This is an optimization exercise on Yosys and OpenROAD, whose aim is small area and a short achievable clock period, not a production implementation. At most, simulation tests tie the RTL to the original design; equivalence was not proved. No functional check of the RTL was part of runs 2 to 4. Power and IR drop assume default switching activity.

**config.mk**
```make
export PLATFORM = sky130hd
export DESIGN_NAME = dac_engine
export DESIGN_NICKNAME = dac_engine
export VERILOG_FILES = /design/flow/design.v
export SDC_FILE = /design/flow/constraint.sdc
export NUM_CORES = 4
export LEC_CHECK = 0
export CAP_MARGIN = 20
export CORE_MARGIN = 2
export CORE_UTILIZATION = 50
export SLEW_MARGIN = 20
```
**constraint.sdc**
```tcl
create_clock -name core_clock -period 5.0 [get_ports {adc_clk}]
set_input_delay 1.0000 -clock core_clock [delete_from_list [all_inputs] [get_ports {adc_clk}]]
set_output_delay 1.0000 -clock core_clock [all_outputs]
set_load 0.01 [all_outputs]
```
**design.v**
```verilog
`default_nettype none
package dac_engine_pkg;
    localparam int DATA_W     = 16;   
    localparam int LUT_ADDR_W = 8;    
    localparam int PERIOD_W   = 32;   
    localparam int REG_ADDR_W = 5;    
    localparam int SEL_W      = 2;
    localparam logic [REG_ADDR_W-1:0] REG_ID         = 5'h00;   
    localparam logic [REG_ADDR_W-1:0] REG_CTRL       = 5'h04;   
    localparam logic [REG_ADDR_W-1:0] REG_TRIG       = 5'h08;   
    localparam logic [REG_ADDR_W-1:0] REG_LUT        = 5'h0C;   
    localparam logic [REG_ADDR_W-1:0] REG_PULSE_LOW  = 5'h10;
    localparam logic [REG_ADDR_W-1:0] REG_PULSE_HIGH = 5'h14;
    localparam logic [REG_ADDR_W-1:0] REG_PULSE_VAL  = 5'h18;
    localparam logic [SEL_W-1:0] SEL_A_PULSE = 2'd0;
    localparam logic [SEL_W-1:0] SEL_A_LUT   = 2'd1;
    localparam logic [SEL_W-1:0] SEL_A_HIGH  = 2'd2;
    localparam logic [SEL_W-1:0] SEL_A_LOW   = 2'd3;
    localparam logic [SEL_W-1:0] SEL_B_LUT   = 2'd0;
    localparam logic [SEL_W-1:0] SEL_B_PULSE = 2'd1;
    localparam logic [SEL_W-1:0] SEL_B_LOW   = 2'd2;
    localparam logic [SEL_W-1:0] SEL_B_HIGH  = 2'd3;
    localparam logic [DATA_W-1:0] LEVEL_HIGH = 16'h4000;   
    localparam logic [DATA_W-1:0] LEVEL_LOW  = 16'hC000;   
    localparam logic [15:0] FPGA_TYPE = 16'hABCD;
    localparam logic [15:0] FPGA_REV  = 16'h1237;
endpackage
`default_nettype wire
`timescale 1ns/100ps
`default_nettype none
import dac_engine_pkg::*;
module dac_engine_regs (
    input  wire                                    adc_clk,
    input  wire                                    reset,
    input  wire  [dac_engine_pkg::REG_ADDR_W-1:0]  awaddr,
    input  wire                                    awvalid,
    output logic                                   awready,
    input  wire  [31:0]                            wdata,
    input  wire                                    wvalid,
    output logic                                   wready,
    output logic                                   bvalid,
    output logic [1:0]                             bresp,
    input  wire                                    bready,
    input  wire  [dac_engine_pkg::REG_ADDR_W-1:0]  araddr,
    input  wire                                    arvalid,
    output logic                                   arready,
    output logic [31:0]                            rdata,
    output logic                                   rvalid,
    output logic [1:0]                             rresp,
    input  wire                                    rready,
    output logic [dac_engine_pkg::SEL_W-1:0]       dac_a_select,
    output logic [dac_engine_pkg::SEL_W-1:0]       dac_b_select,
    output logic                                   lut_run_once,
    output logic                                   trig_pulse,
    output logic                                   lut_wr_en,
    output logic [dac_engine_pkg::LUT_ADDR_W-1:0]  lut_wr_addr,
    output logic [dac_engine_pkg::DATA_W-1:0]      lut_wr_data,
    output logic [dac_engine_pkg::PERIOD_W-1:0]    pulse_low,
    output logic [dac_engine_pkg::PERIOD_W-1:0]    pulse_high,
    output logic [dac_engine_pkg::DATA_W-1:0]      pulse_val
);
    logic        wr_accept;   
    logic        rd_accept;   
    logic [31:0] lut_reg;     
    logic [31:0] rd_word;     
    assign wr_accept = awready && awvalid && wvalid;
    assign rd_accept = arready && arvalid;
    assign bresp = 2'b00;   
    assign rresp = 2'b00;
    assign lut_wr_addr = lut_reg[16 +: LUT_ADDR_W];
    assign lut_wr_data = lut_reg[DATA_W-1:0];
    always_ff @(posedge adc_clk or posedge reset) begin
        if (reset) begin
            awready <= 1'b0;
            wready  <= 1'b0;
            bvalid  <= 1'b0;
        end else begin
            awready <= awvalid && wvalid && !awready && !bvalid;   
            wready  <= awvalid && wvalid && !awready && !bvalid;
            if (wr_accept) begin
                bvalid <= 1'b1;
            end else if (bready) begin
                bvalid <= 1'b0;   
            end
        end
    end
    always_ff @(posedge adc_clk or posedge reset) begin
        if (reset) begin
            dac_a_select <= '0;
            dac_b_select <= '0;
            lut_run_once <= 1'b0;
            trig_pulse   <= 1'b0;
            lut_wr_en    <= 1'b0;
            lut_reg      <= '0;
            pulse_low    <= '0;
            pulse_high   <= '0;
            pulse_val    <= '0;
        end else begin
            trig_pulse <= 1'b0;   
            lut_wr_en  <= 1'b0;
            if (wr_accept) begin
                case (awaddr)
                    REG_CTRL: begin
                        dac_a_select <= wdata[0 +: SEL_W];
                        dac_b_select <= wdata[4 +: SEL_W];
                        lut_run_once <= wdata[8];
                    end
                    REG_TRIG: trig_pulse <= wdata[0];   
                    REG_LUT: begin
                        lut_reg   <= wdata;
                        lut_wr_en <= 1'b1;   
                    end
                    REG_PULSE_LOW:  pulse_low  <= wdata;
                    REG_PULSE_HIGH: pulse_high <= wdata;
                    REG_PULSE_VAL:  pulse_val  <= wdata[DATA_W-1:0];
                    default: ;   
                endcase
            end
        end
    end
    always_comb begin
        case (araddr)
            REG_ID:         rd_word = {FPGA_REV, FPGA_TYPE};
            REG_CTRL:       rd_word = {23'b0, lut_run_once, 2'b0, dac_b_select,
                                       2'b0, dac_a_select};
            REG_LUT:        rd_word = lut_reg;
            REG_PULSE_LOW:  rd_word = pulse_low;
            REG_PULSE_HIGH: rd_word = pulse_high;
            REG_PULSE_VAL:  rd_word = {16'b0, pulse_val};
            default:        rd_word = 32'b0;   
        endcase
    end
    always_ff @(posedge adc_clk or posedge reset) begin
        if (reset) begin
            arready <= 1'b0;
            rvalid  <= 1'b0;
        end else begin
            arready <= arvalid && !arready && !rvalid;
            if (rd_accept) begin
                rvalid <= 1'b1;
            end else if (rready) begin
                rvalid <= 1'b0;
            end
        end
    end
    always_ff @(posedge adc_clk) begin
        if (rd_accept) begin
            rdata <= rd_word;
        end
    end
endmodule
`default_nettype wire
`timescale 1ns/100ps
`default_nettype none
import dac_engine_pkg::*;
module lut_player (
    input  wire                                    adc_clk,
    input  wire                                    reset,
    input  wire                                    lut_run_once,
    input  wire                                    trig_pulse,
    input  wire                                    lut_wr_en,
    input  wire  [dac_engine_pkg::LUT_ADDR_W-1:0]  lut_wr_addr,
    input  wire  [dac_engine_pkg::DATA_W-1:0]      lut_wr_data,
    output logic [dac_engine_pkg::DATA_W-1:0]      lut_sample
);
    logic [DATA_W-1:0]     pattern_ram [2**LUT_ADDR_W];
    logic [LUT_ADDR_W-1:0] rd_addr;     
    logic                  addr_last;   
    logic                  addr_en;
    assign addr_last = &rd_addr;
    assign addr_en = !addr_last || !lut_run_once || trig_pulse;
    always_ff @(posedge adc_clk or posedge reset) begin
        if (reset) begin
            rd_addr <= '0;
        end else if (addr_en) begin
            rd_addr <= rd_addr + LUT_ADDR_W'(1);   
        end
    end
    always_ff @(posedge adc_clk) begin
        if (lut_wr_en) begin
            pattern_ram[lut_wr_addr] <= lut_wr_data;
        end
    end
    always_ff @(posedge adc_clk) begin
        lut_sample <= pattern_ram[rd_addr];
    end
endmodule
`default_nettype wire
`timescale 1ns/100ps
`default_nettype none
import dac_engine_pkg::*;
module pulse_gen (
    input  wire                                  adc_clk,
    input  wire                                  reset,
    input  wire                                  trig_pulse,
    input  wire  [dac_engine_pkg::PERIOD_W-1:0]  pulse_low,    
    input  wire  [dac_engine_pkg::PERIOD_W-1:0]  pulse_high,   
    input  wire  [dac_engine_pkg::DATA_W-1:0]    pulse_val,
    output logic [dac_engine_pkg::DATA_W-1:0]    pulse_sample
);
    logic                in_low;      
    logic                in_high;     
    logic [PERIOD_W-1:0] phase_cnt;   
    always_ff @(posedge adc_clk or posedge reset) begin
        if (reset) begin
            in_low    <= 1'b0;
            in_high   <= 1'b0;
            phase_cnt <= '0;
        end else if (trig_pulse) begin
            in_low    <= (pulse_low != '0);
            in_high   <= (pulse_low == '0) && (pulse_high != '0);
            phase_cnt <= (pulse_low != '0) ? pulse_low : pulse_high;
        end else if (in_low) begin
            if (phase_cnt == PERIOD_W'(1)) begin
                in_low    <= 1'b0;
                in_high   <= (pulse_high != '0);
                phase_cnt <= pulse_high;   
            end else begin
                phase_cnt <= phase_cnt - PERIOD_W'(1);
            end
        end else if (in_high) begin
            if (phase_cnt == PERIOD_W'(1)) begin
                in_high   <= 1'b0;   
                phase_cnt <= '0;
            end else begin
                phase_cnt <= phase_cnt - PERIOD_W'(1);
            end
        end
    end
    assign pulse_sample = in_high ? pulse_val : '0;
endmodule
`default_nettype wire
`timescale 1ns/100ps
`default_nettype none
import dac_engine_pkg::*;
module dac_output_mux (
    input  wire                                adc_clk,
    input  wire                                reset,
    input  wire  [dac_engine_pkg::SEL_W-1:0]   dac_a_select,
    input  wire  [dac_engine_pkg::SEL_W-1:0]   dac_b_select,
    input  wire  [dac_engine_pkg::DATA_W-1:0]  lut_sample,
    input  wire  [dac_engine_pkg::DATA_W-1:0]  pulse_sample,
    output logic [dac_engine_pkg::DATA_W-1:0]  dac_a,   
    output logic [dac_engine_pkg::DATA_W-1:0]  dac_b
);
    logic [DATA_W-1:0] a_signed;   
    logic [DATA_W-1:0] b_signed;
    always_ff @(posedge adc_clk or posedge reset) begin
        if (reset) begin
            a_signed <= '0;
            b_signed <= '0;
        end else begin
            case (dac_a_select)
                SEL_A_PULSE: a_signed <= pulse_sample;
                SEL_A_LUT:   a_signed <= lut_sample;
                SEL_A_HIGH:  a_signed <= LEVEL_HIGH;
                default:     a_signed <= LEVEL_LOW;    
            endcase
            case (dac_b_select)
                SEL_B_LUT:   b_signed <= lut_sample;
                SEL_B_PULSE: b_signed <= pulse_sample;
                SEL_B_LOW:   b_signed <= LEVEL_LOW;
                default:     b_signed <= LEVEL_HIGH;   
            endcase
        end
    end
    always_ff @(posedge adc_clk or posedge reset) begin
        if (reset) begin
            dac_a <= {1'b1, {(DATA_W-1){1'b0}}};
            dac_b <= {1'b1, {(DATA_W-1){1'b0}}};
        end else begin
            dac_a <= {~a_signed[DATA_W-1], a_signed[DATA_W-2:0]};
            dac_b <= {~b_signed[DATA_W-1], b_signed[DATA_W-2:0]};
        end
    end
endmodule
`default_nettype wire
`timescale 1ns/100ps
`default_nettype none
import dac_engine_pkg::*;
module dac_engine (
    input  wire                                    adc_clk,
    input  wire                                    reset,
    input  wire  [dac_engine_pkg::REG_ADDR_W-1:0]  awaddr,
    input  wire                                    awvalid,
    output logic                                   awready,
    input  wire  [31:0]                            wdata,
    input  wire                                    wvalid,
    output logic                                   wready,
    output logic                                   bvalid,
    output logic [1:0]                             bresp,
    input  wire                                    bready,
    input  wire  [dac_engine_pkg::REG_ADDR_W-1:0]  araddr,
    input  wire                                    arvalid,
    output logic                                   arready,
    output logic [31:0]                            rdata,
    output logic                                   rvalid,
    output logic [1:0]                             rresp,
    input  wire                                    rready,
    output logic [dac_engine_pkg::DATA_W-1:0]      dac_a,
    output logic [dac_engine_pkg::DATA_W-1:0]      dac_b
);
    logic [SEL_W-1:0]      dac_a_select;
    logic [SEL_W-1:0]      dac_b_select;
    logic                  lut_run_once;
    logic                  trig_pulse;    
    logic                  lut_wr_en;
    logic [LUT_ADDR_W-1:0] lut_wr_addr;
    logic [DATA_W-1:0]     lut_wr_data;
    logic [PERIOD_W-1:0]   pulse_low;
    logic [PERIOD_W-1:0]   pulse_high;
    logic [DATA_W-1:0]     pulse_val;
    logic [DATA_W-1:0]     lut_sample;
    logic [DATA_W-1:0]     pulse_sample;
    dac_engine_regs i_regs (
        .*
    );
    lut_player i_lut_player (
        .*
    );
    pulse_gen i_pulse_gen (
        .*
    );
    dac_output_mux i_dac_output_mux (
        .*
    );
endmodule
`default_nettype wire
```
**run.sh**
```bash
#!/bin/bash
# synth_recipe.tcl (not shown) runs the flow's synth.tcl, then flattens the netlist and writes it again
# the make line also repeats each setting of config.mk as NAME=value (left out here)
make -C /OpenROAD-flow-scripts/flow DESIGN_CONFIG=/design/flow/config.mk WORK_HOME=/design/flow/orfs CLKGATE_MAP_FILE= SYNTH_SCRIPT=/design/flow/synth_recipe.tcl finish
```
==> results of run 1 <==
-- metal layers --
layer / GRT usage, % / vias up / routed length [um]
met1: 41.5 / 48400 / 195000
met5: 0 / - / 52
met3: 5.70 / 845 / 51900
met2: 45.3 / 5278 / 234000
li1: - / 35900 / -
met4: 9.73 / 8 / 19100
-- where the power goes --
group	switching [mW]	internal [mW]	total, mW	leakage [nW]
Combinational	1.10	0.468	1.57	15.9
Clock	14.0	19.4	33.4	7.16
Sequential	0.261	40.1	40.3	39.4
-- how the worst max path moves through the flow --
| stage | start | end | slack (ps) | cells past startpoint |
|---|---|---|---|---|
| CTS | i_lut_player.rd_addr[0] | i_lut_player.lut_sample[14] | 390 | 8 |
| finish | i_lut_player.rd_addr[0] | i_lut_player.lut_sample[9] | 270 | 9 |
| detailed placement | i_lut_player.rd_addr[0] | i_lut_player.lut_sample[14] | 430 | 8 |
| global placement | i_lut_player.rd_addr[0] | i_lut_player.lut_sample[14] | 400 | 8 |
| global route | i_lut_player.rd_addr[0] | i_lut_player.lut_sample[9] | 260 | 9 |
| floorplan | i_regs.lut_reg[0] | i_lut_player.pattern_ram[0][0] | 1000 | 0 |
-- final cells by class --
cell class	count	share of cell area [%]
inverter	25	0.0572
timing repair buffer	762	3.56
clock buffer	575	6.21
multi-input combinational	3414	19.1
tap	4515	2.90
antenna	9	0.0116
clock inverter	251	1.31
sequential	4373	66.9
-- stage by stage --
stage,util (%),cell area [sq um],hold WS [ps],instances
final,57.7,195000,348,13900
after CTS,57.7,195000,349,13900
after global placement,53.3,180000,336,13100
after detailed placement,53.4,180000,335,13100
after global routing,57.7,195000,352,13900
after floorplan,-,170000,331,8324
-- cell families (layout without fill, tap and decap cells) --
kind of cell / count (synthesis) / count (layout) / share of synthesized area [%]
flip-flops: 4373 / 4373 / 76.7
multiplexers: 1489 / 1489 / 15.3
AND/OR/NAND/NOR: 976 / 976 / 2.49
AO/OA/AOI/OAI: 934 / 934 / 3.80
buffers and inverters: 537 / 1613 / 1.67
XOR/XNOR: 8 / 8 / 0.0413
adder cells (fa/ha/maj): 3 / 3 / 0.0221
other: 1 / 13 / 0.00221
-- cell usage in the layout (no fill, tap or decap), types with 35 or more instances in the layout --
master	count
nor2_2	114
a221oi_1	127
a211oi_1	61
a21oi_1	178
a22oi_1	46
mux2i_1	511
o221ai_1	99
nand3_1	57
o22ai_1	55
o21ai_0	186
nand2_1	323
clkbuf_1	95
nor3_1	35
edfxtp_1	4128
mux2_2	110
clkinv_1	88
dfrtp_1	203
mux4_2	868
buf_4	572
nor2_1	279
clkbuf_16	455
clkdlybuf4s50_1	117
clkinv_2	83
bufinv_16	47
buf_12	72
==> out/qor.yml, run 1 <==
grt_overflow: 0
relSlewSlack_pct: 16.3
p_leak_nw: 62.5
grt_max_degree: 194
synthCells: 8321
synth_edf_count: 4128
cts_resized: 0
ys_ff_latch: 4373
yosys-top-cells-area: "edfxtp_1 (73%), mux4_2 (12%), dfrtp_1 (3.4%), mux2i_1 (3.0%), nor2_1 (0.88%)"
die_area_sq_um: 344000
die_h_um: 586
reg2reg_depth: 9
syn_area_per_cell_sq_um: 20.4
grt_pass1_wl_mm: 697
reg2reg_slack_ps: 270
critPathTopFamily: "compound AO/OA/AOI/OAI gates"
synth_most_common_cell: "edfxtp_1"
dpl.hpwl_mm: 301
antenna_found_initial: 23
cts-root-buf: "clkbuf_16"
synth_cell_types: 83
finalHoldViolCount: 0
clock_sinks: 4373
drive_gt1_share_pct: 26.1
postCtsHoldBufs: 0
portBuffers: 117
slowest_stage: "dfrtp_4"
holdPathEnd: "i_dac_output_mux.dac_a[10]"
grt_pass1_vias: 88500
cts_inserted_buffers: 443
hold_start: "i_dac_output_mux.a_signed[10]"
criticalPathCategory: "reg2reg"
drv_cap: 0
clkTransAtPathRegs_ps: 60
insertion_delay_ps: 990
io_pins: 122
clock_skew_ps: 56.2
setup-violations-final: 0
seq_area_sq_um: 130000
min_delay_path_depth: 0
finalCritPeriodShare_pct: 94.7
worstPathRequired_ps: 5860
dr.pass1.iters: 9
syn_area_sq_um: 170000
r2r_end: "i_lut_player.lut_sample[9]"
synth_ff_type: "edfxtp_1"
worstPathCellList: "buf_12 > or3b_4 > buf_12 > o22ai_1 > a21oi_1 > o21ai_0 > a22oi_1 > a21oi_1 > a211o_1"
synthArstFlopShare_pct: 5.24
via_count: 90500
multiInputGateArea_sq_um: 37100
yosys_warnings: 4
pre_cts_slack_ps: 428
status: "no timing/DRC/antenna violations"
core_region_area_sq_um: 337000
cts_tree: "done"
die_w_um: 586
synth_common_cells: "edfxtp_1 (4128), mux4_2 (868), mux2i_1 (511)"
timing.critical_path.from_type: "flip-flop"
max_freq_ghz: 0.211
p_total_mw: 75.3
worstMarginPinSlew_ps: 1260
drc_errors: 0
nets: 9071
cts.path.max_buffers: 4
fp-row-count: 213
powerDensity_nw_per_um2: 387
peakVddDrop_mv: 0.313
areaGrowthSynthToFinish_pct: 14.8
antenna_left: 0
largest_reg_flops: 4096
end_kind: "flip-flop"
wl_mm: 500
critPathMaxStageDelay_ps: 1150
gp_congestion: 0.893
post-cts-setup-buffer-count: 0
ys_seq_area_share_pct: 76.7
fin_ws_ps: 267
grt_use_total_pct: 29.1
wl_per_cell_um: 35.9
vias_per_cell: 6.50
worstPathMaxFanout: 34
reg2reg_from: "i_lut_player.rd_addr[0]"
synth_top_area_cell: "edfxtp_1"
min_path_type: "reg2reg"
fillerInstances: 24500
h-tree-depth: 5
rsz0062_at_grt: "false"
synth_top_area_share_pct: 73.1
drv_slew: 0
worst-path-buf-inv: 2
initial_core_util_pct: 50.3
fin_setup_tns_ps: 0
critPathArrivalTime_ps: 5590
dr.first_iter.drc_count: 13100
regMostFlops: "i_lut_player.pattern_ram"
min_period_ps: 4730
==> inputs of run 2 (changes only) <==
--- a/design.v
+++ b/design.v
@@ -57,2 +57,4 @@
     output logic [dac_engine_pkg::DATA_W-1:0]      lut_wr_data,
+    output logic                                   lut_hold,        
+    output logic [dac_engine_pkg::LUT_ADDR_W-1:0]  lut_hold_addr,   
     output logic [dac_engine_pkg::PERIOD_W-1:0]    pulse_low,
@@ -65,4 +67,5 @@
     logic [31:0] rd_word;     
-    assign wr_accept = awready && awvalid && wvalid;
-    assign rd_accept = arready && arvalid;
+    assign wr_accept = awready;
+    assign rd_accept = arready;
+    assign wready = awready;   
     assign bresp = 2'b00;   
@@ -74,3 +77,2 @@
             awready <= 1'b0;
-            wready  <= 1'b0;
             bvalid  <= 1'b0;
@@ -78,3 +80,2 @@
             awready <= awvalid && wvalid && !awready && !bvalid;   
-            wready  <= awvalid && wvalid && !awready && !bvalid;
             if (wr_accept) begin
@@ -94,2 +95,4 @@
             lut_reg      <= '0;
+            lut_hold     <= 1'b1;
+            lut_hold_addr <= '1;
             pulse_low    <= '0;
@@ -100,2 +103,3 @@
             lut_wr_en  <= 1'b0;
+            lut_hold   <= 1'b1;
             if (wr_accept) begin
@@ -111,2 +115,4 @@
                         lut_wr_en <= 1'b1;   
+                        lut_hold      <= 1'b0;
+                        lut_hold_addr <= ~wdata[16 +: LUT_ADDR_W];
                     end
@@ -163,5 +169,7 @@
     input  wire  [dac_engine_pkg::DATA_W-1:0]      lut_wr_data,
+    input  wire                                    lut_hold,        
+    input  wire  [dac_engine_pkg::LUT_ADDR_W-1:0]  lut_hold_addr,   
     output logic [dac_engine_pkg::DATA_W-1:0]      lut_sample
 );
-    logic [DATA_W-1:0]     pattern_ram [2**LUT_ADDR_W];
+    localparam int N = 2**LUT_ADDR_W;
     logic [LUT_ADDR_W-1:0] rd_addr;     
@@ -178,5 +186,30 @@
     end
-    always_ff @(posedge adc_clk) begin
-        if (lut_wr_en) begin
-            pattern_ram[lut_wr_addr] <= lut_wr_data;
+    logic [15:0] wr_lo, wr_hi;    
+    logic [15:0] hd_lo, hd_hi;    
+    logic [N-1:0] rd_sel;         
+    always_comb begin
+        for (int k = 0; k < 16; k++) begin
+            wr_lo[k] = lut_wr_en && (lut_wr_addr[3:0] == 4'(k));
+            wr_hi[k] = (lut_wr_addr[7:4] == 4'(k));
+            hd_lo[k] = !lut_hold && (lut_hold_addr[3:0] == ~4'(k));
+            hd_hi[k] = (lut_hold_addr[7:4] == ~4'(k));
+        end
+        for (int e = 0; e < N; e++) begin
+            rd_sel[e] = (rd_addr == LUT_ADDR_W'(e));
+        end
+    end
+    logic [DATA_W-1:0] pattern_ram [N];
+    for (genvar e = 0; e < N; e++) begin : g_word
+        logic we, hold;
+        assign we   = wr_hi[e / 16] && wr_lo[e % 16];
+        assign hold = !(hd_hi[e / 16] && hd_lo[e % 16]);
+        always_ff @(posedge adc_clk) begin
+            pattern_ram[e] <= ({DATA_W{we}} & lut_wr_data) | ({DATA_W{hold}} & pattern_ram[e]);
+        end
+    end
+    logic [DATA_W-1:0] rd_word;
+    always_comb begin
+        rd_word = '0;
+        for (int e = 0; e < N; e++) begin
+            rd_word = rd_word | ({DATA_W{rd_sel[e]}} & pattern_ram[e]);
         end
@@ -184,3 +217,3 @@
     always_ff @(posedge adc_clk) begin
-        lut_sample <= pattern_ram[rd_addr];
+        lut_sample <= rd_word;
     end
@@ -309,2 +342,4 @@
     logic [DATA_W-1:0]     lut_wr_data;
+    logic                  lut_hold;
+    logic [LUT_ADDR_W-1:0] lut_hold_addr;
     logic [PERIOD_W-1:0]   pulse_low;
==> out/qor.yml, run 2 <==
grt_pass1_wl_mm: 2390
portBuffers: 117  # unchanged
die_w_um: 575  # -2.0%
placedInstanceArea_sq_um: 181000  # +0.65%
cts.path.max_buffers: 4  # unchanged
syn_area_per_cell_sq_um: 10.9  # -47%
clock_sinks: 4382  # +0.21%
synth_edf_count: 32  # -99%
yosys_warnings: 5  # +1
yosys-top-cells-area: "dfxtp_1 (51%), a22o_1 (23%), a22oi_1 (6.4%), dfrtp_1 (3.5%), clkbuf_1 (3.2%)"
error_line: "[ERROR GRT-0116] Global routing finished with congestion. Check the congestion regions in the DRC Viewer."
synth_common_cells: "a22o_1 (4273), dfxtp_1 (4112), a22oi_1 (1387)"
ys_seq_area_share_pct: 54.8  # -22 points
grt_overflow: 32000
synth_ff_type: "dfxtp_1"
grt_use_total_pct: 106
gp_congestion: 1.64  # +84%
lastStage: "global routing"
status: "did not finish"
synth_top_area_share_pct: 50.6  # -23 points
die_h_um: 575  # -2.0%
ys_ff_latch: 4382  # +0.21%
cts_inserted_buffers: 448  # +1.1%
synthArstFlopShare_pct: 5.43  # +0.19 points
synth_cell_types: 86  # +3.6%
grt_pass1_vias: 209000
dpl.hpwl_mm: 1130  # +280%
grt_max_degree: 129
pre_cts_slack_ps: -37.5  # -466 ps
fp-row-count: 209  # -1.9%
synth_top_area_cell: "dfxtp_1"
postCtsHoldBufs: 0  # unchanged
synth_most_common_cell: "a22o_1"
syn_area_sq_um: 163000  # -4.0%
synthCells: 15000  # +80%
io_pins: 122  # unchanged
initial_core_util_pct: 50.2  # about the same
cts-root-buf: "clkbuf_16"
h-tree-depth: 5  # unchanged
post-cts-setup-buffer-count: 0  # unchanged
dp_cells: 19500  # +49%
-- run 2: cell count changes after synthesis, moves of 113 or more --
cell,change
nand4_1,+215
a22o_1,+4264
nand2_1,+322
o21ai_0,-113
a22oi_1,+1341
dfxtp_1,+4096
nor2_1,+235
mux2i_1,-463
edfxtp_1,-4096
and3_1,+170
clkbuf_1,+1147
mux4_2,-868
nand3_1,+191
-- run 2: power groups by stage --
stage	combinational [mW]	sequential (mW)	clock (mW)
2_1_floorplan	1.47	36.2	0
3_3_place_gp	3.10	36.6	0
3_5_place_dp	3.14	36.6	0
4_1_cts	3.15	35.9	35.1
-- run 2: logic make-up after synthesis --
| family | after synthesis | synth area share [%] |
|---|---|---|
| XOR/XNOR | 15 | 0.0807 |
| buffers and inverters | 1595 | 3.89 |
| AND/OR/NAND/NOR | 2420 | 7.29 |
| multiplexers | 156 | 1.04 |
| adder cells (fa/ha/maj) | 6 | 0.0461 |
| other | 1 | 0.00230 |
| flip-flops | 4382 | 54.8 |
| AO/OA/AOI/OAI | 6404 | 32.8 |
-- run 2: how the worst max path moves through the flow --
stage / start / end / slack (ps) / cells past startpoint
after floorplan: reset / i_dac_output_mux.a_signed[0] / 890 / 1
after global placement: i_lut_player.rd_addr[2] / i_lut_player.lut_sample[10] / -390 / 11
after detailed placement: i_lut_player.rd_addr[7] / i_lut_player.lut_sample[6] / -40 / 11
after CTS: i_lut_player.rd_addr[1] / i_lut_player.lut_sample[7] / 7 / 12
-- run 2: metal layers --
layer	track usage, %	overflow
met5	87.7	437
met4	103	4574
met3	98.7	4238
met2	121	16600
met1	102	6130
-- run 2: timing repair --
action / in CTS
gates resized for setup: 1
pin swaps: 1
endpoints found under the hold margin: 0
gates cloned: 0
endpoints found under the setup margin: 1
==> inputs of run 3 (changes only) <==
--- a/design.v
+++ b/design.v
@@ -174,6 +174,6 @@
     localparam int N = 2**LUT_ADDR_W;
-    logic [LUT_ADDR_W-1:0] rd_addr;     
-    logic                  addr_last;   
-    logic                  addr_en;
-    assign addr_last = &rd_addr;
+    logic [15:0] rd_lo, rd_hi;
+    logic        addr_last;   
+    logic        addr_en;
+    assign addr_last = rd_lo[15] && rd_hi[15];
     assign addr_en = !addr_last || !lut_run_once || trig_pulse;
@@ -181,5 +181,9 @@
         if (reset) begin
-            rd_addr <= '0;
+            rd_lo <= 16'h0001;
+            rd_hi <= 16'h0001;
         end else if (addr_en) begin
-            rd_addr <= rd_addr + LUT_ADDR_W'(1);   
+            rd_lo <= {rd_lo[14:0], rd_lo[15]};
+            if (rd_lo[15]) begin
+                rd_hi <= {rd_hi[14:0], rd_hi[15]};   
+            end
         end
@@ -197,3 +201,3 @@
         for (int e = 0; e < N; e++) begin
-            rd_sel[e] = (rd_addr == LUT_ADDR_W'(e));
+            rd_sel[e] = rd_hi[e / 16] && rd_lo[e % 16];
         end
@@ -210,7 +214,8 @@
     logic [DATA_W-1:0] rd_word;
-    always_comb begin
-        rd_word = '0;
-        for (int e = 0; e < N; e++) begin
-            rd_word = rd_word | ({DATA_W{rd_sel[e]}} & pattern_ram[e]);
+    for (genvar b = 0; b < DATA_W; b++) begin : g_rd_bit
+        logic [N-1:0] hit;
+        for (genvar e = 0; e < N; e++) begin : g_hit
+            assign hit[e] = rd_sel[e] && pattern_ram[e][b];
         end
+        assign rd_word[b] = |hit;
     end
--- a/config.mk
+++ b/config.mk
@@ -9,3 +9,3 @@
 export CORE_MARGIN = 2
-export CORE_UTILIZATION = 50
+export CORE_UTILIZATION = 40
 export SLEW_MARGIN = 20
==> out/qor.yml, run 3 <==
synth_common_cells: "a22o_1 (4329), dfxtp_1 (4112), clkbuf_1 (1545)"
clock_sinks: 4406  # +0.55%
die_h_um: 643  # +12%
die_w_um: 643  # +12%
ys_seq_area_share_pct: 54.9  # +0.11 points
placedInstanceArea_sq_um: 182000  # +0.45%
error_line: "[ERROR GRT-0116] Global routing finished with congestion. Check the congestion regions in the DRC Viewer."
synth_top_area_cell: "dfxtp_1"
synth_top_area_share_pct: 50.3  # -0.23 points
ys_ff_latch: 4406  # +0.55%
lastStage: "global routing"
syn_area_sq_um: 164000  # +0.47%
cts_inserted_buffers: 474  # +5.8%
h-tree-depth: 5  # unchanged
io_pins: 122  # unchanged
grt_max_degree: 102
yosys_warnings: 5  # unchanged
gp_congestion: 1.39  # -15%
yosys-top-cells-area: "dfxtp_1 (50%), a22o_1 (23%), a22oi_1 (4.2%), dfrtp_1 (3.8%), clkbuf_1 (3.5%)"
grt_pass1_vias: 212000
grt_pass1_wl_mm: 2620
synth_cell_types: 79  # -8.1%
synth_ff_type: "dfxtp_1"
dp_cells: 20400  # +4.6%
initial_core_util_pct: 40.2  # -10 points
cts.path.max_buffers: 4  # unchanged
status: "did not finish"
post-cts-setup-buffer-count: 0  # unchanged
cts-root-buf: "clkbuf_16"
postCtsHoldBufs: 0  # unchanged
synthArstFlopShare_pct: 5.95  # +0.52 points
synth_edf_count: 32  # unchanged
grt_overflow: 6959
synthCells: 14900  # -0.31%
synth_most_common_cell: "a22o_1"
fp-row-count: 234  # +12%
syn_area_per_cell_sq_um: 11.0  # +0.78%
dpl.hpwl_mm: 1270  # +12%
grt_use_total_pct: 93.6
portBuffers: 117  # unchanged
pre_cts_slack_ps: -390  # -352 ps
run 3: cell count changes after synthesis, sizes merged, moves of 81 or more:
cell,before,now
a22oi,1387,914
a32o,13,106
a32oi,85,242
a221oi,86,209
nand2,646,565
nor2,639,387
clkbuf,1375,1549
and2,4,195
run 3: how the worst min path moves through the flow:
| stage | endpoint | from |
|---|---|---|
| floorplan | i_dac_output_mux.dac_a[0] | i_dac_output_mux.a_signed[0] |
| global placement | i_dac_output_mux.dac_a[13] | i_dac_output_mux.a_signed[13] |
| detailed placement | i_dac_output_mux.dac_a[6] | i_dac_output_mux.a_signed[6] |
| CTS | i_dac_output_mux.dac_b[7] | i_dac_output_mux.b_signed[7] |
run 3: power by group through the flow:
stage	Clock (mW)	Sequential [mW]	Combinational, mW
after floorplan	0	36.4	1.71
after global placement	0	36.9	3.48
after detailed placement	0	36.9	3.45
after CTS	38.0	36.2	3.45
run 3: cells by family after synthesis:
family | share of synthesized area [%]
other | 0.00229
AOI/OAI and AO/OA | 33.6
muxes | 0.636
and+or+nand+nor | 6.60
xor gates and xnor gates | 0.118
DFF | 54.9
adders and majority gates | 0.0153
buffers and inverters | 4.10
run 3: per-layer routing:
layer  global-route usage (%)  GRT overflow
met1                     94.5           995
met2                     98.0          3028
met3                     91.0          1129
met4                     89.3          1705
met5                     80.3           102
run 3: repair_timing:
action                                  4_1_cts
endpoints found under the setup margin        1
gates resized for setup                       3
pin swaps                                     1
==> inputs of run 4 (changes only) <==
--- a/config.mk
+++ b/config.mk
@@ -10,2 +10,3 @@
 export CORE_UTILIZATION = 40
+export SETUP_SLACK_MARGIN = 2.0
 export SLEW_MARGIN = 20
==> out/qor.yml, run 4 <==
gp_congestion: 1.39  # unchanged
synth_most_common_cell: "a22o_1"
error_line: "[ERROR GRT-0116] Global routing finished with congestion. Check the congestion regions in the DRC Viewer."
h-tree-depth: 5  # unchanged
status: "did not finish"
synthSimpleGateAreaFrac_pct: 6.60  # unchanged
die_w_um: 643  # unchanged
synth_top_area_share_pct: 50.3  # unchanged
initial_core_util_pct: 40.2  # unchanged
synth_edf_count: 32  # unchanged
cts-root-buf: "clkbuf_16"
synth_cell_types: 79  # unchanged
ys_seq_area_share_pct: 54.9  # unchanged
syn_area_sq_um: 164000  # unchanged
yosys-top-cells-area: "dfxtp_1 (50%), a22o_1 (23%), a22oi_1 (4.2%), dfrtp_1 (3.8%), clkbuf_1 (3.5%)"
synth_compound_area_share_pct: 33.6  # unchanged
fp-row-count: 234  # unchanged
placedInstanceArea_sq_um: 182000  # unchanged
synthCells: 14900  # unchanged
synth_xor_xnor_area_share_pct: 0.118  # unchanged
synth_top_family_by_area: "compound AO/OA/AOI/OAI gates"
synth_fa_ha_area_share_pct: 0.0153  # unchanged
grt_pass1_wl_mm: 2660
yosys_warnings: 5  # unchanged
clock_sinks: 4406  # unchanged
lastStage: "global routing"
synth_common_cells: "a22o_1 (4329), dfxtp_1 (4112), clkbuf_1 (1545)"
synth_ff_type: "dfxtp_1"
io_pins: 122  # unchanged
syn_area_per_cell_sq_um: 11.0  # unchanged
portBuffers: 117  # unchanged
grt_overflow: 9810
dpl.hpwl_mm: 1270  # unchanged
grt_max_degree: 102
synthMuxAreaShare_pct: 0.636  # unchanged
ys_ff_latch: 4406  # unchanged
cts_inserted_buffers: 474  # unchanged
grt_pass1_vias: 217000
cts.path.max_buffers: 4  # unchanged
synth_top_area_cell: "dfxtp_1"
grt_use_total_pct: 95.2
synthArstFlopShare_pct: 5.95  # unchanged
die_h_um: 643  # unchanged
==> run 4: how the worst max path moves through the flow <==
stage	cells after the start	slack (ps)	from	to
after floorplan	1	560	reset	i_dac_output_mux.a_signed[0]
after global placement	9	-820	i_lut_player.rd_lo[14]	i_lut_player.lut_sample[11]
after detailed placement	9	-390	i_lut_player.rd_hi[0]	i_lut_player.lut_sample[3]
after CTS	10	1020	i_lut_player.rd_hi[2]	i_lut_player.lut_sample[3]
==> run 4: kinds of logic after synthesis <==
family,Yosys count
AO/OA/AOI/OAI,6489
flip-flops,4406
AND/OR/NAND/NOR,2151
buffers and inverters,1768
multiplexers,93
XOR/XNOR,22
adder cells (fa/ha/maj),2
other,1
==> run 4: power by group through the flow <==
stage / clock, mW / sequential, mW / combinational [mW]
4_1_cts: 38.0 / 36.2 / 3.45
2_1_floorplan: 0 / 36.4 / 1.71
3_5_place_dp: 0 / 36.9 / 3.45
3_3_place_gp: 0 / 36.9 / 3.48
==> run 4: layer usage <==
layer,track usage [%],overflow
met5,83.1,168
met3,92.6,1445
met1,95.3,1461
met4,91.9,2366
met2,99.8,4370
==> run 4: metrics by stage <==
stage | setup WS, ps | std cells | total power, mW
CTS | 1020 | 21500 | 77.6
detailed placement | -390 | 20400 | 40.4
global placement | -820 | 20400 | 40.4
floorplan | 555 | 14900 | 38.2
==> run 4: repair_timing <==
item	4_1_cts
setup endpoints to repair	2122
gates resized for setup	681
hold buffers	0
gates cloned	5
pin swaps	145
buffers inserted	207
==> inputs of run 5 (changes only) <==
--- a/design.v
+++ b/design.v
@@ -57,4 +57,2 @@
     output logic [dac_engine_pkg::DATA_W-1:0]      lut_wr_data,
-    output logic                                   lut_hold,        
-    output logic [dac_engine_pkg::LUT_ADDR_W-1:0]  lut_hold_addr,   
     output logic [dac_engine_pkg::PERIOD_W-1:0]    pulse_low,
@@ -95,4 +93,2 @@
             lut_reg      <= '0;
-            lut_hold     <= 1'b1;
-            lut_hold_addr <= '1;
             pulse_low    <= '0;
@@ -103,3 +99,2 @@
             lut_wr_en  <= 1'b0;
-            lut_hold   <= 1'b1;
             if (wr_accept) begin
@@ -115,4 +110,2 @@
                         lut_wr_en <= 1'b1;   
-                        lut_hold      <= 1'b0;
-                        lut_hold_addr <= ~wdata[16 +: LUT_ADDR_W];
                     end
@@ -161,2 +154,54 @@
 import dac_engine_pkg::*;
+module lut_word (
+    input  wire                                adc_clk,
+    input  wire                                we,     
+    input  wire                                hold,   
+    input  wire  [dac_engine_pkg::DATA_W-1:0]  d,
+    output logic [dac_engine_pkg::DATA_W-1:0]  q
+);
+    always_ff @(posedge adc_clk) begin
+        q <= ({DATA_W{we}} & d) | ({DATA_W{hold}} & q);
+    end
+endmodule
+module lut_rd3 (
+    input  wire        s0, s1, s2,   
+    input  wire        b0, b1, b2,   
+    output logic       y_n           
+);
+    assign y_n = !((s0 && b0) || (s1 && b1) || (s2 && b2));
+endmodule
+module lut_row (
+    input  wire                                adc_clk,
+    input  wire                                wr_row,   
+    input  wire  [15:0]                        wr_lo,    
+    input  wire  [dac_engine_pkg::DATA_W-1:0]  wr_data,
+    input  wire                                rd_row,   
+    input  wire  [15:0]                        rd_lo,    
+    output logic [dac_engine_pkg::DATA_W-1:0]  rd_data   
+);
+    logic [DATA_W-1:0] q [16];
+    for (genvar k = 0; k < 16; k++) begin : g_w
+        logic we;
+        assign we = wr_row && wr_lo[k];
+        lut_word u_word (
+            .adc_clk (adc_clk),
+            .we      (we),
+            .hold    (!we),
+            .d       (wr_data),
+            .q       (q[k])
+        );
+    end
+    for (genvar b = 0; b < DATA_W; b++) begin : g_rd
+        logic [5:0] miss;   
+        for (genvar i = 0; i < 5; i++) begin : g_rd3
+            lut_rd3 u_rd3 (
+                .s0  (rd_lo[3*i]),   .s1 (rd_lo[3*i+1]),   .s2 (rd_lo[3*i+2]),
+                .b0  (q[3*i][b]),    .b1 (q[3*i+1][b]),    .b2 (q[3*i+2][b]),
+                .y_n (miss[i])
+            );
+        end
+        assign miss[5] = !(rd_lo[15] && q[15][b]);
+        assign rd_data[b] = rd_row && !(&miss);
+    end
+endmodule
 module lut_player (
@@ -169,7 +214,4 @@
     input  wire  [dac_engine_pkg::DATA_W-1:0]      lut_wr_data,
-    input  wire                                    lut_hold,        
-    input  wire  [dac_engine_pkg::LUT_ADDR_W-1:0]  lut_hold_addr,   
     output logic [dac_engine_pkg::DATA_W-1:0]      lut_sample
 );
-    localparam int N = 2**LUT_ADDR_W;
     logic [15:0] rd_lo, rd_hi;
@@ -190,32 +232,27 @@
     end
-    logic [15:0] wr_lo, wr_hi;    
-    logic [15:0] hd_lo, hd_hi;    
-    logic [N-1:0] rd_sel;         
+    logic [15:0] wr_lo, wr_hi;
     always_comb begin
         for (int k = 0; k < 16; k++) begin
-            wr_lo[k] = lut_wr_en && (lut_wr_addr[3:0] == 4'(k));
-            wr_hi[k] = (lut_wr_addr[7:4] == 4'(k));
-            hd_lo[k] = !lut_hold && (lut_hold_addr[3:0] == ~4'(k));
-            hd_hi[k] = (lut_hold_addr[7:4] == ~4'(k));
-        end
-        for (int e = 0; e < N; e++) begin
-            rd_sel[e] = rd_hi[e / 16] && rd_lo[e % 16];
-        end
-    end
-    logic [DATA_W-1:0] pattern_ram [N];
-    for (genvar e = 0; e < N; e++) begin : g_word
-        logic we, hold;
-        assign we   = wr_hi[e / 16] && wr_lo[e % 16];
-        assign hold = !(hd_hi[e / 16] && hd_lo[e % 16]);
-        always_ff @(posedge adc_clk) begin
-            pattern_ram[e] <= ({DATA_W{we}} & lut_wr_data) | ({DATA_W{hold}} & pattern_ram[e]);
+            wr_lo[k] = (lut_wr_addr[3:0] == 4'(k));
+            wr_hi[k] = lut_wr_en && (lut_wr_addr[7:4] == 4'(k));
         end
     end
+    logic [DATA_W-1:0] row_data [16];
+    for (genvar j = 0; j < 16; j++) begin : g_row
+        lut_row u_row (
+            .adc_clk (adc_clk),
+            .wr_row  (wr_hi[j]),
+            .wr_lo   (wr_lo),
+            .wr_data (lut_wr_data),
+            .rd_row  (rd_hi[j]),
+            .rd_lo   (rd_lo),
+            .rd_data (row_data[j])
+        );
+    end
     logic [DATA_W-1:0] rd_word;
-    for (genvar b = 0; b < DATA_W; b++) begin : g_rd_bit
-        logic [N-1:0] hit;
-        for (genvar e = 0; e < N; e++) begin : g_hit
-            assign hit[e] = rd_sel[e] && pattern_ram[e][b];
+    always_comb begin
+        rd_word = '0;
+        for (int j = 0; j < 16; j++) begin
+            rd_word = rd_word | row_data[j];
         end
-        assign rd_word[b] = |hit;
     end
@@ -347,4 +384,2 @@
     logic [DATA_W-1:0]     lut_wr_data;
-    logic                  lut_hold;
-    logic [LUT_ADDR_W-1:0] lut_hold_addr;
     logic [PERIOD_W-1:0]   pulse_low;
--- a/config.mk
+++ b/config.mk
@@ -9,4 +9,5 @@
 export CORE_MARGIN = 2
-export CORE_UTILIZATION = 40
-export SETUP_SLACK_MARGIN = 2.0
+export CORE_UTILIZATION = 45
 export SLEW_MARGIN = 20
+export SYNTH_HIERARCHICAL = 1
+export SYNTH_MINIMUM_KEEP_SIZE = 0
==> out/qor.yml, run 5 <==
min_delay_path_depth: 0
dp_cells: 17200  # -16%
yosys_warnings: 14  # +9
h-tree-depth: 5  # unchanged
reg2reg_from: "i_lut_player.rd_lo[9]"
drv_cap: 0
drc_errors: 0
r2r_end: "i_lut_player.lut_sample[8]"
postCtsHoldBufs: 0  # unchanged
ys_ff_latch: 4397  # -0.20%
syn_area_sq_um: 166000  # +1.3%
ys_seq_area_share_pct: 54.1  # -0.82 points
areaGrowthSynthToFinish_pct: 8.61
dpl.hpwl_mm: 355  # -72%
synth_top_area_share_pct: 49.7  # -0.62 points
relSlewSlack_pct: 13.9
worstPathRequired_ps: 5820
post-cts-setup-buffer-count: 0  # -100%
syn_area_per_cell_sq_um: 12.6  # +15%
grt_overflow: 0
antenna_found_initial: 20
cts_tree: "done"
synthCells: 13100  # -12%
die_area_sq_um: 373000
cts-root-buf: "clkbuf_16"
worstMarginPinSlew_ps: 1280
min_period_ps: 4230
synthArstFlopShare_pct: 5.75  # -0.19 points
vias_per_cell: 7.09
via_count: 128000
dr.pass1.iters: 12
synth_ff_type: "dfxtp_1"
grt_pass1_wl_mm: 861
finalCritPeriodShare_pct: 84.6
layout_common_cells: "dfxtp_1 (4112), a22o_1 (4099), a222oi_1 (1280), clkbuf_16 (458), nand2_1 (380)"
insertion_delay_ps: 1010
cp-startpoint: "i_lut_player.rd_lo[9]"
rsz0062_at_grt: "false"
min_path_type: "reg2reg"
synth_common_cells: "dfxtp_1 (4112), a22o_1 (4099), a222oi_1 (1280)"
clock_skew_ps: 62.5
cts.path.max_buffers: 4  # unchanged
initial_core_util_pct: 45.2  # +5.0 points
grt_use_total_pct: 30.1
p_leak_nw: 66.6
nets: 12900
clkTransAtPathRegs_ps: 60
holdPathEnd: "i_dac_output_mux.dac_b[5]"
largest_reg_flops: 4096
finalHoldViolCount: 0
reg2reg_depth: 7
dr.first_iter.drc_count: 21500
mostFrequentLayoutCell: "dfxtp_1"
die_w_um: 611  # -5.1%
grt_pass1_vias: 123000
critPathArrivalTime_ps: 5050
peakVddDrop_mv: 0.327
cts_resized: 0  # -100%
timing.critical_path.from_type: "flip-flop"
fp-row-count: 222  # -5.1%
criticalPathCategory: "reg2reg"
io_pins: 122  # unchanged
worstPathMaxFanout: 52
p_total_mw: 74.1
reg2reg_slack_ps: 770
core_region_area_sq_um: 366000
end_kind: "flip-flop"
final_cell_count_no_fill: 18100
powerDensity_nw_per_um2: 412
drv_slew: 0
die_h_um: 611  # -5.1%
fin_setup_tns_ps: 0
status: "no timing/DRC/antenna violations"
max_freq_ghz: 0.236
drive_gt1_share_pct: 13.2
regMostFlops: "i_lut_player.g_row.u_row.g_w.u_word.q"
wl_mm: 591
synth_cell_types: 88  # +11%
final_core_util_pct: 49.1
setup-violations-final: 0
yosys-top-cells-area: "dfxtp_1 (50%), a22o_1 (22%), a222oi_1 (7.7%), buf_6 (7.1%), dfrtp_1 (3.8%)"
synth_edf_count: 32  # unchanged
grt_max_degree: 146
hold_start: "i_dac_output_mux.b_signed[5]"
cts_inserted_buffers: 449  # -5.3%
portBuffers: 117  # unchanged
synth_most_common_cell: "dfxtp_1"
wl_per_cell_um: 32.7
antenna_left: 0
clock_sinks: 4397  # -0.20%
synth_top_area_cell: "dfxtp_1"
gp_congestion: 0.895  # -36%
run 5: worst max-delay path: stages (launching register included):
cell,delay (ps)
dfrtp_4,900
buf_4,470
a222oi_1,550
and4_1,390
a31oi_2,170
nor4_1,1100
buf_4,300
nand4_1,110
run 5: cell families after synthesis:
group | after synthesis | share of synthesized area [%]
simple gates | 1219 | 4.37
mux | 177 | 1.20
xor+xnor | 10 | 0.0529
other cells | 1 | 0.00226
fa+ha+maj | 2 | 0.0151
flops | 4397 | 54.1
compound gates | 5798 | 31.7
buf+inv | 1500 | 8.52
run 5: final cells by class:
type                    count  area [sq um]
well taps                4816          6030
multi-input cells        7210         62200
clock buffers             661         13500
flip-flops and latches   4397         89700
clock inverters           172          2280
repair buffers            530          5010
inverters                 295          1110
fillers                 31500        186000
diodes                      9          22.5
run 5: report_power, final:
part	total, mW	switching [mW]	internal (mW)
Clock	35.5	14.6	20.9
Sequential	35.9	0.624	35.3
Combinational	2.69	2.18	0.510
Total	74.1	17.4	56.7
run 5: Yosys stat by module (local to each module, per instance), excerpt:
module / copies in the design / flip-flops and latches / cells inside
lut_player: 1 / 48 / 216
lut_rd3: 1280 / 0 / 1
dac_engine_regs: 1 / 155 / 501
lut_row: 16 / 0 / 86
dac_output_mux: 1 / 64 / 141
pulse_gen: 1 / 34 / 374
lut_word: 256 / 16 / 36
run 5: how the worst max path moves through the flow:
stage	to	slack (ps)	cells after the start
floorplan	i_lut_player.lut_sample[10]	20	4
finish	i_lut_player.lut_sample[8]	770	7
global route	i_lut_player.g_row[4].u_row.g_w[5].u_word.q[1]	740	5
CTS	i_lut_player.lut_sample[8]	920	7
global placement	i_lut_player.lut_sample[14]	480	6
detailed placement	i_lut_player.lut_sample[8]	940	7
run 5: metal layers:
| layer | vias up | wire [um] | global-route usage [%] | part of all wire (%) |
|---|---|---|---|---|
| li1 | 53500 | - | - | - |
| met1 | 64900 | 240000 | 41.4 | 41 |
| met2 | 8453 | 257000 | 45.4 | 43 |
| met3 | 1320 | 65300 | 6.38 | 11 |
| met4 | 23 | 28600 | 13.2 | 4.8 |
| met5 | - | 195 | 0 | 0.033 |
run 5: stage by stage:
stage / area, sq um / hold slack, ps / setup WS [ps]
floorplan: 166000 / 331 / 20.6
global placement: 164000 / 340 / 480
detailed placement: 164000 / 335 / 937
CTS: 180000 / 347 / 921
global route: 180000 / 359 / 736
finish: 180000 / 342 / 770
==> inputs of run 6 (changes only) <==
--- a/config.mk
+++ b/config.mk
@@ -10,2 +10,3 @@
 export CORE_UTILIZATION = 45
+export SETUP_SLACK_MARGIN = 2.2
 export SLEW_MARGIN = 20
==> out/qor.yml, run 6 <==
yosys-top-cells-area: "dfxtp_1 (50%), a22o_1 (22%), a222oi_1 (7.7%), buf_6 (7.1%), dfrtp_1 (3.8%)"
synthArstFlopShare_pct: 5.75  # unchanged
worstPathMaxFanout: 25  # -52%
die_w_um: 611  # unchanged
vias_per_cell: 7.16  # +1.1%
cts.path.max_buffers: 4  # unchanged
clkTransAtPathRegs_ps: 60  # about the same
insertion_delay_ps: 1030  # +20 ps
grt_pass1_wl_mm: 900  # +4.6%
end_kind: "flip-flop"
largest_reg_flops: 4096  # unchanged
ys_ff_latch: 4397  # unchanged
finalCritPeriodShare_pct: 64.5  # -20 points
nets: 13300  # +2.5%
portBuffers: 117  # unchanged
h-tree-depth: 5  # unchanged
cts_tree: "done"
ys_seq_area_share_pct: 54.1  # unchanged
antenna_found_initial: 30  # +50%
worstMarginPinSlew_ps: 1270  # -5.40 ps
p_int_mw: 56.2  # -0.97%
rsz0062_at_grt: "true"
criticalPathCategory: "reg2reg"
yosys_warnings: 14  # unchanged
grt_overflow: 0  # unchanged
synth_common_cells: "dfxtp_1 (4112), a22o_1 (4099), a222oi_1 (1280)"
die_h_um: 611  # unchanged
fin_setup_tns_ps: 0  # unchanged
critPathArrivalTime_ps: 4050  # -1000 ps
layout_common_cells: "dfxtp_1 (4112), a22o_1 (4099), a222oi_1 (1280), clkbuf_16 (455), buf_4 (452)"
synth_top_area_share_pct: 49.7  # unchanged
cp-startpoint: "i_lut_player.rd_lo[4]"
clock_sinks: 4397  # unchanged
grt_pass1_vias: 125000  # +1.5%
syn_area_sq_um: 166000  # unchanged
synth_most_common_cell: "dfxtp_1"
cts-root-buf: "clkbuf_16"
grt_max_degree: 152  # +4.1%
mostFrequentLayoutCell: "dfxtp_1"
regMostFlops: "i_lut_player.g_row.u_row.g_w.u_word.q"
p_switching_mw: 17.4  # -0.29%
dr.pass1.iters: 13  # +1
syn_area_per_cell_sq_um: 12.6  # unchanged
dr.first_iter.drc_count: 24000  # +12%
reg2reg_depth: 7  # unchanged
wl_mm: 631  # +6.8%
peakVddDrop_mv: 0.314  # -4.0%
drv_cap: 0  # unchanged
pre_cts_slack_ps: 1100  # +160 ps
dpl.hpwl_mm: 354  # -0.35%
die_area_sq_um: 373000  # unchanged
antenna_left: 0  # unchanged
initial_core_util_pct: 45.2  # unchanged
wl_per_cell_um: 34.3  # +4.9%
status: "no timing/DRC/antenna violations"
synth_cell_types: 88  # unchanged
max_freq_ghz: 0.310  # +31%
synth_edf_count: 32  # unchanged
cts_inserted_buffers: 443  # -1.3%
fin_ws_ps: 1770  # +1000 ps
clockPowerShare_pct: 47.5  # -0.4 points
powerDensity_nw_per_um2: 392  # -4.8%
min_delay_path_depth: 0  # unchanged
gp_congestion: 0.889  # -0.69%
via_count: 132000  # +2.9%
worstPathRequired_ps: 5820  # about the same
setup-violations-final: 0  # unchanged
synth_ff_type: "dfxtp_1"
holdPathEnd: "i_dac_output_mux.dac_b[13]"
reg2reg_from: "i_lut_player.rd_lo[4]"
finalHoldViolCount: 0  # unchanged
hold_start: "i_dac_output_mux.b_signed[13]"
io_pins: 122  # unchanged
power_frac_seq_pct: 48.9  # +0.4 points
timing.critical_path.from_type: "flip-flop"
areaGrowthSynthToFinish_pct: 13.2
fp-row-count: 222  # unchanged
grt_use_total_pct: 31.9  # +1.8 points
min_path_type: "reg2reg"
synth_top_area_cell: "dfxtp_1"
r2r_end: "i_lut_player.lut_sample[9]"
p_leak_nw: 68.0  # +2.2%
power_frac_comb_pct: 3.6  # about the same
core_region_area_sq_um: 366000  # unchanged
synthCells: 13100  # unchanged
relSlewSlack_pct: 15.0  # +1.1 points
min_period_ps: 3230  # -1000 ps
p_sw_share_pct: 23.6  # +0.12 points
drv_slew: 0  # unchanged
drc_errors: 0  # unchanged
drive_gt1_share_pct: 19.1  # +5.9 points
reg2reg_slack_ps: 1770  # +1000 ps
fillerInstances: 30800  # -2.2%
clock_skew_ps: 105  # +43.0 ps
==> run 6: cell counts after synthesis <==
No cell type changed its count.
==> run 6: how the worst max path moves through the flow <==
| stage | to | cells after the start |
|---|---|---|
| detailed placement | i_lut_player.g_row[12].u_row.g_w[5].u_word.q[2] | 5 |
| global placement | i_lut_player.lut_sample[1] | 6 |
| CTS | i_lut_player.g_row[6].u_row.g_w[8].u_word.q[13] | 6 |
| finish | i_lut_player.lut_sample[9] | 7 |
| global route | i_lut_player.lut_sample[7] | 9 |
| floorplan | i_dac_output_mux.a_signed[0] | 1 |
==> run 6: through the flow <==
| stage | area, sq um | cells | hold WS (ps) | utilization [%] | total power, mW |
|---|---|---|---|---|---|
| 3_3_place_gp | 164000 | 17200 | 334 | 44.8 | 39.1 |
| 3_5_place_dp | 164000 | 17200 | 337 | 44.8 | 39.2 |
| 2_1_floorplan | 166000 | 13100 | 331 | - | 37.6 |
| 4_1_cts | 186000 | 18300 | 310 | 50.8 | 73.6 |
| 5_1_grt | 187000 | 18400 | 335 | 51.2 | 75.2 |
| 6_report | 187000 | 18400 | 312 | 51.2 | 73.5 |
==> run 6: logic make-up after synthesis <==
logic type,after synthesis,share of synthesized area [%]
XOR/XNOR,10,0.0529
AND/OR/NAND/NOR,1219,4.37
buffers and inverters,1500,8.52
adder cells (fa/ha/maj),2,0.0151
other,1,0.00226
flip-flops,4397,54.1
multiplexers,177,1.20
AO/OA/AOI/OAI,5798,31.7
==> run 6: worst max-delay path: stages, from the launching register on <==
cell      delay [ps]
dfrtp_4          590
buf_12           200
buf_8            180
a222oi_1         490
and4_4           360
a31oi_4          110
nor4_4           860
nand4_1          210
==> run 6: Yosys stat by module, one instance, submodules excluded, excerpt <==
| module | cells inside | flip-flops and latches | times used |
|---|---|---|---|
| lut_rd3 | 1 | 0 | 1280 |
| pulse_gen | 374 | 34 | 1 |
| lut_player | 216 | 48 | 1 |
| dac_output_mux | 141 | 64 | 1 |
| lut_row | 86 | 0 | 16 |
| lut_word | 36 | 16 | 256 |
| dac_engine_regs | 501 | 155 | 1 |
==> run 6: routing by layer <==
metal  global-route usage, %  up-vias  routed length [um]
li1                        -    54200                   -
met1                    43.6    66400              249000
met2                    46.6     9786              266000
met3                    7.90     1575               80100
met4                    16.0       20               36400
met5                       0        -                 281
==> run 6: timing repair <==
item / CTS / global route
setup endpoints to repair: 3537 / 2562
gates resized for setup: 824 / 158
cloned: 46 / 8
pin swaps: 322 / 121
hold buffers: 0 / 0
buffers inserted: 197 / 79
==> run 6: cell type report <==
type / instances / area [sq um] / area share [%]
Clock inverter: 169 / 2200 / 1.17
Clock buffer: 656 / 13200 / 7.04
Multi-Input combinational cell: 7210 / 64100 / 34.2
Tap cell: 4816 / 6030 / 3.21
Sequential cell: 4397 / 89700 / 47.9
Timing Repair inverter: 2 / 15.0 / 0.00801
Antenna cell: 20 / 50.0 / 0.0267
Timing Repair Buffer: 852 / 10300 / 5.52
Inverter: 295 / 1840 / 0.979
==> run 6: power groups by stage <==
stage / Clock [mW] / Combinational (mW) / Sequential [mW]
after floorplan: 0 / 1.31 / 36.3
final: 35.0 / 2.63 / 35.9
after global routing: 36.6 / 2.65 / 35.9
after detailed placement: 0 / 2.50 / 36.7
after CTS: 35.1 / 2.51 / 35.9
after global placement: 0 / 2.43 / 36.7

## static timing again, ports no longer ideal
The flow's constraints put no driver on any port. The routed layouts listed below were extracted and timed again, unchanged, in two steps. Step 1: set_driving_cell puts a clkbuf_16 on adc_clk and a buf_2 on each other input, an assumption about the parent block. Step 2 adds t to the input delays and takes it off the output delays; t is the mean of the earliest and latest rising clock arrival at the registers after step 1. Input paths then give back, and output paths get back, about the clock's delay inside the block. Three values: ideal ports, drivers, drivers and shift; two values: the first two.
| run | t (ns) | setup WS [ns] | hold WS [ns] | worst setup path at the end |
|---|---|---|---|---|
| run 1 | 1.067 | 0.267 / 0.267 / 0.267 | 0.348 / 0.348 / 0.348 | register to register |
| run 5 | 1.091 | 0.770 / 0.770 / 0.770 | 0.342 / 0.342 / 0.342 | register to register |
| run 6 | 1.083 | 1.773 / 1.773 / 1.337 | 0.312 / 0.312 / 0.312 | input to register |
After both steps setup and hold are still met in every run listed. For run 6, which loses most, drivers alone change the setup slack by 0.000 ns; drivers and shift together by -0.436 ns.
